What follows belongs to an exercise in optimizing a design on an open flow for small area and few clock cycles; a production flow would make more cautious choices.
RTL that was checked went through simulation tests only; none was proved equivalent to the original.
Power figures rest on the tool's default switching activity, not on a simulated workload.

==> lagoon: inputs <==
==> flow/design.v <==
module tx_ingress (
	input wire usr_clk,
	input wire usr_rst_,
	input wire beat_valid,	 
	input wire [71:0] beat,
	output wire wr_en,	 
	output wire [65:0] wr_ent,
	output reg drop_credit,	 
	output reg [31:0] frame_err_cnt
);
	reg pkt_open;	 
	wire beat_ok;	 
	wire beat_bad;
	wire tail;
	wire [32:0] err_cy;	 
	genvar g;
	assign beat_ok = beat[7] ^ pkt_open;
	assign wr_en = beat_valid & beat_ok;
	assign beat_bad = beat_valid & ~beat_ok;
	assign tail = beat[6] & (beat[5:3] != 3'd0);
	assign err_cy[0] = beat_bad;
	generate
		for (g = 0; g < 32; g = g + 1)
		begin : err_inc
			assign err_cy[g+1] = err_cy[g] & frame_err_cnt[g];
		end
	endgenerate
	assign wr_ent = {tail ? beat[5:3] : beat[71:69], beat[68:8], beat[6], tail};
	always @(posedge usr_clk)
	begin
		if (!usr_rst_)
		begin
			pkt_open <= 1'b0;
			drop_credit <= 1'b0;
			frame_err_cnt <= 32'd0;
		end
		else
		begin
			drop_credit <= beat_bad;
			if (wr_en)
				pkt_open <= ~beat[6];
			frame_err_cnt <= frame_err_cnt ^ err_cy[31:0];	 
		end
	end
endmodule
module tx_pkt_fifo (
	input wire usr_clk,
	input wire usr_rst_,
	input wire wr_en,	 
	input wire [65:0] wr_ent,
	input wire pop,	 
	output wire [65:0] head,
	output wire next_eop,	 
	output wire pkt_ready	 
);
	localparam DEPTH = 16;
	reg [63:0] dat [0:DEPTH-1];
	reg [1:0] meta [0:DEPTH-1];
	wire [DEPTH:0] acc;	 
	wire [DEPTH-1:0] full;	 
	wire [DEPTH-1:0] eop;
	wire [DEPTH:0] run;	 
	genvar g;
	assign acc[DEPTH] = pop;
	assign run[DEPTH] = 1'b1;
	generate
		for (g = 0; g < DEPTH; g = g + 1)
		begin : st
			assign full[g] = meta[g][1] | ~meta[g][0];
			assign eop[g] = meta[g][1];
			assign acc[g] = ~full[g] | acc[g+1];
			assign run[g] = run[g+1] & full[g];
		end
	endgenerate
	assign head = {dat[DEPTH-1], meta[DEPTH-1]};
	assign next_eop = eop[DEPTH-2];
	assign pkt_ready = (|(eop & run[DEPTH-1:0])) | (wr_en & wr_ent[1] & run[1]);
	integer i;
	always @(posedge usr_clk)
	begin
		if (acc[0])
			dat[0] <= wr_ent[65:2];
		for (i = 1; i < DEPTH; i = i + 1)
			if (acc[i])
				dat[i] <= dat[i-1];
	end
	always @(posedge usr_clk)
	begin
		if (!usr_rst_)
		begin
			for (i = 0; i < DEPTH; i = i + 1)
				meta[i] <= 2'b01;
		end
		else
		begin
			if (acc[0])
				meta[0] <= wr_en ? wr_ent[1:0] : 2'b01;
			for (i = 1; i < DEPTH; i = i + 1)
				if (acc[i])
					meta[i] <= meta[i-1];
		end
	end
endmodule
module xgmii_tx_encap (
	input wire usr_clk,
	input wire usr_rst_,
	input wire pkt_ready,	 
	input wire [65:0] head,	 
	input wire next_eop,	 
	output wire pop,	 
	output reg pop_credit,	 
	output reg [71:0] xgmii,
	output reg [31:0] tx_pkt_cnt,
	output reg [31:0] tx_byte_cnt
);
	localparam [7:0] XGMII_IDLE = 8'h07;
	localparam [7:0] XGMII_START = 8'hFB;
	localparam [7:0] XGMII_TERM = 8'hFD;
	localparam [7:0] XGMII_PREAMBLE = 8'h55;
	localparam [7:0] XGMII_SFD = 8'hD5;
	localparam [1:0] ST_IDLE = 2'd0;
	localparam [1:0] ST_START = 2'd1;
	localparam [1:0] ST_DATA = 2'd2;
	localparam [1:0] ST_TERM = 2'd3;
	reg [1:0] state_q;
	reg [1:0] state_d;
	wire [63:0] hd;
	wire h_eop;
	wire h_tail;
	wire [2:0] h_lb;
	wire [3:0] lo_sum;
	wire [29:0] byte_cy;	 
	wire [32:0] pkt_cy;
	genvar g;
	integer i;
	assign hd = head[65:2];
	assign h_eop = head[1];
	assign h_tail = head[0];
	assign h_lb = hd[63:61];
	assign pop = (state_q == ST_DATA);
	assign lo_sum = {1'b0, tx_byte_cnt[2:0]} + {1'b0, h_lb};
	assign byte_cy[0] = ~h_tail | lo_sum[3];
	assign pkt_cy[0] = h_eop;
	generate
		for (g = 0; g < 29; g = g + 1)
		begin : byte_inc
			assign byte_cy[g+1] = byte_cy[g] & tx_byte_cnt[g+3];
		end
		for (g = 0; g < 32; g = g + 1)
		begin : pkt_inc
			assign pkt_cy[g+1] = pkt_cy[g] & tx_pkt_cnt[g];
		end
	endgenerate
	always @(*)
	begin
		case (state_q)
			ST_IDLE: state_d = pkt_ready ? ST_START : ST_IDLE;
			ST_START: state_d = ST_DATA;
			ST_DATA: state_d = h_eop ? (h_tail ? ST_IDLE : ST_TERM) : ST_DATA;
			default: state_d = ST_IDLE;
		endcase
	end
	always @(*)
	begin
		xgmii = {{8{XGMII_IDLE}}, 8'hFF};
		case (state_q)
			ST_START: xgmii = {XGMII_SFD, {6{XGMII_PREAMBLE}}, XGMII_START, 8'h01};
			ST_TERM: xgmii[15:8] = XGMII_TERM;
			ST_DATA:
			begin
				for (i = 0; i < 8; i = i + 1)
				begin
					if (!h_tail || (i < h_lb))
					begin
						xgmii[i*8+8 +: 8] = hd[i*8 +: 8];
						xgmii[i] = 1'b0;
					end
					else if (i == h_lb)
						xgmii[i*8+8 +: 8] = XGMII_TERM;
				end
			end
			default: ;
		endcase
	end
	always @(posedge usr_clk)
	begin
		if (!usr_rst_)
		begin
			state_q <= ST_IDLE;
			pop_credit <= 1'b0;
			tx_pkt_cnt <= 32'd0;
			tx_byte_cnt <= 32'd0;
		end
		else
		begin
			state_q <= state_d;
			case (state_q)
				ST_IDLE: pop_credit <= pkt_ready;
				ST_START: pop_credit <= ~h_eop;
				ST_DATA: pop_credit <= ~h_eop & ~next_eop;
				default: pop_credit <= 1'b0;
			endcase
			if (pop)
			begin
				if (h_tail)
					tx_byte_cnt[2:0] <= lo_sum[2:0];
				tx_byte_cnt[31:3] <= tx_byte_cnt[31:3] ^ byte_cy[28:0];
				tx_pkt_cnt <= tx_pkt_cnt ^ pkt_cy[31:0];
			end
		end
	end
endmodule
module tcore_fmac_tx (
	input wire usr_clk,
	input wire usr_rst_,
	input wire beat_valid,
	input wire [71:0] beat,
	output wire [1:0] credit_ret,	 
	output wire [71:0] xgmii,
	output wire [31:0] tx_pkt_cnt,
	output wire [31:0] tx_byte_cnt,
	output wire [31:0] frame_err_cnt
);
	wire wr_en;	 
	wire [65:0] wr_ent;	 
	wire drop_credit;	 
	wire pop;	 
	wire [65:0] head;
	wire next_eop;
	wire pkt_ready;
	wire pop_credit;	 
	assign credit_ret = {drop_credit & pop_credit, drop_credit ^ pop_credit};
	tx_ingress u_ingress (
		.usr_clk(usr_clk),
		.usr_rst_(usr_rst_),
		.beat_valid(beat_valid),
		.beat(beat),
		.wr_en(wr_en),
		.wr_ent(wr_ent),
		.drop_credit(drop_credit),
		.frame_err_cnt(frame_err_cnt)
	);
	tx_pkt_fifo u_fifo (
		.usr_clk(usr_clk),
		.usr_rst_(usr_rst_),
		.wr_en(wr_en),
		.wr_ent(wr_ent),
		.pop(pop),
		.head(head),
		.next_eop(next_eop),
		.pkt_ready(pkt_ready)
	);
	xgmii_tx_encap u_encap (
		.usr_clk(usr_clk),
		.usr_rst_(usr_rst_),
		.pkt_ready(pkt_ready),
		.head(head),
		.next_eop(next_eop),
		.pop(pop),
		.pop_credit(pop_credit),
		.xgmii(xgmii),
		.tx_pkt_cnt(tx_pkt_cnt),
		.tx_byte_cnt(tx_byte_cnt)
	);
endmodule
==> flow/flow/run.sh <==
#!/bin/bash
# Standard ORFS layout with small port buffers and a leaner clock tree.
export BUFFER_PORTS_ARGS="-buffer_cell sky130_fd_sc_hd__buf_1"
export CTS_ARGS="-sink_clustering_enable -repair_clock_nets -dont_use_dummy_load -buf_list sky130_fd_sc_hd__clkbuf_16 -sink_clustering_size 22 -sink_clustering_max_diameter 50"
bash standard.sh > standard.log 2>&1
==> flow/standard.sh <==
#!/bin/bash
# synth_recipe.tcl (not shown) runs the flow's synth.tcl, then flattens the netlist and writes it again
# the make line also repeats each setting of config.mk as NAME=value (left out here)
make -C /OpenROAD-flow-scripts/flow DESIGN_CONFIG=/design/flow/config.mk WORK_HOME=/design/flow/orfs CLKGATE_MAP_FILE= SYNTH_SCRIPT=/design/flow/synth_recipe.tcl "${@:-finish}"
==> flow/config.mk <==
export PLATFORM = sky130hd
export DESIGN_NAME = tcore_fmac_tx
export DESIGN_NICKNAME = tcore_fmac_tx
export VERILOG_FILES = /design/flow/design.v
export SDC_FILE = /design/flow/constraint.sdc
export NUM_CORES = 4
export LEC_CHECK = 0
export CAP_MARGIN = 20
export CORE_MARGIN = 2
export CORE_UTILIZATION = 40
export SLEW_MARGIN = 20
==> flow/constraint.sdc <==
create_clock -name core_clock -period 6.4 [get_ports {usr_clk}]
set_input_delay 1.2800 -clock core_clock [delete_from_list [all_inputs] [get_ports {usr_clk}]]
set_output_delay 1.2800 -clock core_clock [all_outputs]
set_load 0.01 [all_outputs]
==> inputs of ember, as changes to lagoon <==
--- a/flow/design.v
+++ b/flow/design.v
@@ -14,4 +14,3 @@
 	wire tail;
-	wire [32:0] err_cy;	 
-	genvar g;
+	wire [31:0] err_cy;	 
 	assign beat_ok = beat[7] ^ pkt_open;
@@ -20,9 +19,3 @@
 	assign tail = beat[6] & (beat[5:3] != 3'd0);
-	assign err_cy[0] = beat_bad;
-	generate
-		for (g = 0; g < 32; g = g + 1)
-		begin : err_inc
-			assign err_cy[g+1] = err_cy[g] & frame_err_cnt[g];
-		end
-	endgenerate
+	tx_cnt_inc #(.W(32)) u_err_inc (.q(frame_err_cnt), .en(beat_bad), .t(err_cy));
 	assign wr_ent = {tail ? beat[5:3] : beat[71:69], beat[68:8], beat[6], tail};
@@ -41,5 +34,31 @@
 				pkt_open <= ~beat[6];
-			frame_err_cnt <= frame_err_cnt ^ err_cy[31:0];	 
-		end
-	end
+			frame_err_cnt <= frame_err_cnt ^ err_cy;	 
+		end
+	end
+endmodule
+module tx_cnt_inc #(
+	parameter W = 32
+) (
+	input wire [W-1:0] q,
+	input wire en,
+	output wire [W-1:0] t
+);
+	localparam NG = (W + 3) / 4;
+	wire [NG:0] gc;	 
+	wire [4*NG-1:0] qq;
+	wire [4*NG-1:0] tt;
+	genvar k;
+	assign qq = {{(4*NG-W){1'b0}}, q};
+	assign gc[0] = en;
+	generate
+		for (k = 0; k < NG; k = k + 1)
+		begin : grp
+			assign gc[k+1] = gc[k] & (&qq[4*k+3:4*k]);
+			assign tt[4*k] = gc[k];
+			assign tt[4*k+1] = gc[k] & qq[4*k];
+			assign tt[4*k+2] = gc[k] & qq[4*k] & qq[4*k+1];
+			assign tt[4*k+3] = gc[k] & qq[4*k] & qq[4*k+1] & qq[4*k+2];
+		end
+	endgenerate
+	assign t = tt[W-1:0];
 endmodule
@@ -131,5 +150,4 @@
 	wire [3:0] lo_sum;
-	wire [29:0] byte_cy;	 
-	wire [32:0] pkt_cy;
-	genvar g;
+	wire [28:0] byte_cy;	 
+	wire [31:0] pkt_cy;
 	integer i;
@@ -141,14 +159,4 @@
 	assign lo_sum = {1'b0, tx_byte_cnt[2:0]} + {1'b0, h_lb};
-	assign byte_cy[0] = ~h_tail | lo_sum[3];
-	assign pkt_cy[0] = h_eop;
-	generate
-		for (g = 0; g < 29; g = g + 1)
-		begin : byte_inc
-			assign byte_cy[g+1] = byte_cy[g] & tx_byte_cnt[g+3];
-		end
-		for (g = 0; g < 32; g = g + 1)
-		begin : pkt_inc
-			assign pkt_cy[g+1] = pkt_cy[g] & tx_pkt_cnt[g];
-		end
-	endgenerate
+	tx_cnt_inc #(.W(29)) u_byte_inc (.q(tx_byte_cnt[31:3]), .en(~h_tail | lo_sum[3]), .t(byte_cy));
+	tx_cnt_inc #(.W(32)) u_pkt_inc (.q(tx_pkt_cnt), .en(h_eop), .t(pkt_cy));
 	always @(*)
@@ -206,4 +214,4 @@
 					tx_byte_cnt[2:0] <= lo_sum[2:0];
-				tx_byte_cnt[31:3] <= tx_byte_cnt[31:3] ^ byte_cy[28:0];
-				tx_pkt_cnt <= tx_pkt_cnt ^ pkt_cy[31:0];
+				tx_byte_cnt[31:3] <= tx_byte_cnt[31:3] ^ byte_cy;
+				tx_pkt_cnt <= tx_pkt_cnt ^ pkt_cy;
 			end
==> flow/flow/run.sh (replaced) <==
#!/bin/bash
# Standard ORFS layout with small port buffers and a leaner clock tree.
export BUFFER_PORTS_ARGS="-buffer_cell sky130_fd_sc_hd__buf_1"
export CTS_ARGS="-sink_clustering_enable -repair_clock_nets -dont_use_dummy_load -buf_list sky130_fd_sc_hd__clkbuf_16 -sink_clustering_size 36 -sink_clustering_max_diameter 70"
bash standard.sh > standard.log 2>&1
- PLACE_DENSITY: not set -> 0.7
==> comparison table <==
                                                                                              ember                        lagoon
Outcome                                                                                finished clean                finished clean
Sequential cell area fraction in the yosys report                                               88.2%                         88.2%
Count of clock-net buffers in the final layout                                                     47                           100
RR Startpoint                                                         u_fifo.meta[15][0]$_SDFFE_PN1P_  u_fifo.dat[15][62]$_DFFE_PP_
Synthesized instance count                                                                       1855                          1813
Number of nets at the end of the flow                                                            2282                          2326
Relative max-transition margin                                                                  26.8%                         29.5%
Share of final layout cell area taken by clock buffers and inverters                            2.83%                         5.75%
Pin count of the biggest net entering global routing                                               73                            84
Met3 usage in global routing                                                                    1.97%                         2.29%
Area of the mapped netlist                                                                  37900 um2                     37900 um2
Time the worst path needs with I/O delays and setup                                           4580 ps                       6210 ps
Max stage delay cell, worst path                                             sky130_fd_sc_hd__dfxtp_1        sky130_fd_sc_hd__buf_1
Share of total power in sequential cells                                                        72.0%                         63.2%
Effective utilization at floorplan                                                              40.5%                         40.5%
Cell area after placement                                                                   40400 um2                     40800 um2
Testbench counts of ember, summed over its fixed seeds: cycles 13,634.
No functional check of the RTL was part of lagoon.

## port drivers added, routing unchanged
No port has a modelled driver above. Below, the same layouts with a new extraction and two added sets of constraints. Step 1 (the two cells are an assumption about what drives the block):
set clk [get_ports {usr_clk}]
set_driving_cell -lib_cell sky130_fd_sc_hd__clkbuf_16 $clk
set_driving_cell -lib_cell sky130_fd_sc_hd__buf_2 [delete_from_list [all_inputs] $clk]
Step 2 adds t to the input delays and takes it off the output delays; t is the mean of the earliest and latest rising clock arrival at the registers after step 1. Input paths then give back, and output paths get back, about the clock's delay inside the block. Slacks: ideal / step 1 / step 2; pairs: ideal / step 1.
run | shift t [ns] | setup WS [ns] | worst setup path at the end | latest minus earliest clock arrival (ns) | worst slew at a driven data input, ns
lagoon | 0.681 | 0.190 / 0.226 / -0.455 | input to register | 0.075 / 0.075 | 0.05
ember | 0.654 | 1.817 / 1.759 / 2.413 | register to output | 0.094 / 0.093 | 0.04
With both steps, setup timing fails in lagoon, where it was met with ideal ports. The setup slack of lagoon, which loses most, moves by +0.036 ns with the drivers and by -0.645 ns with both steps.
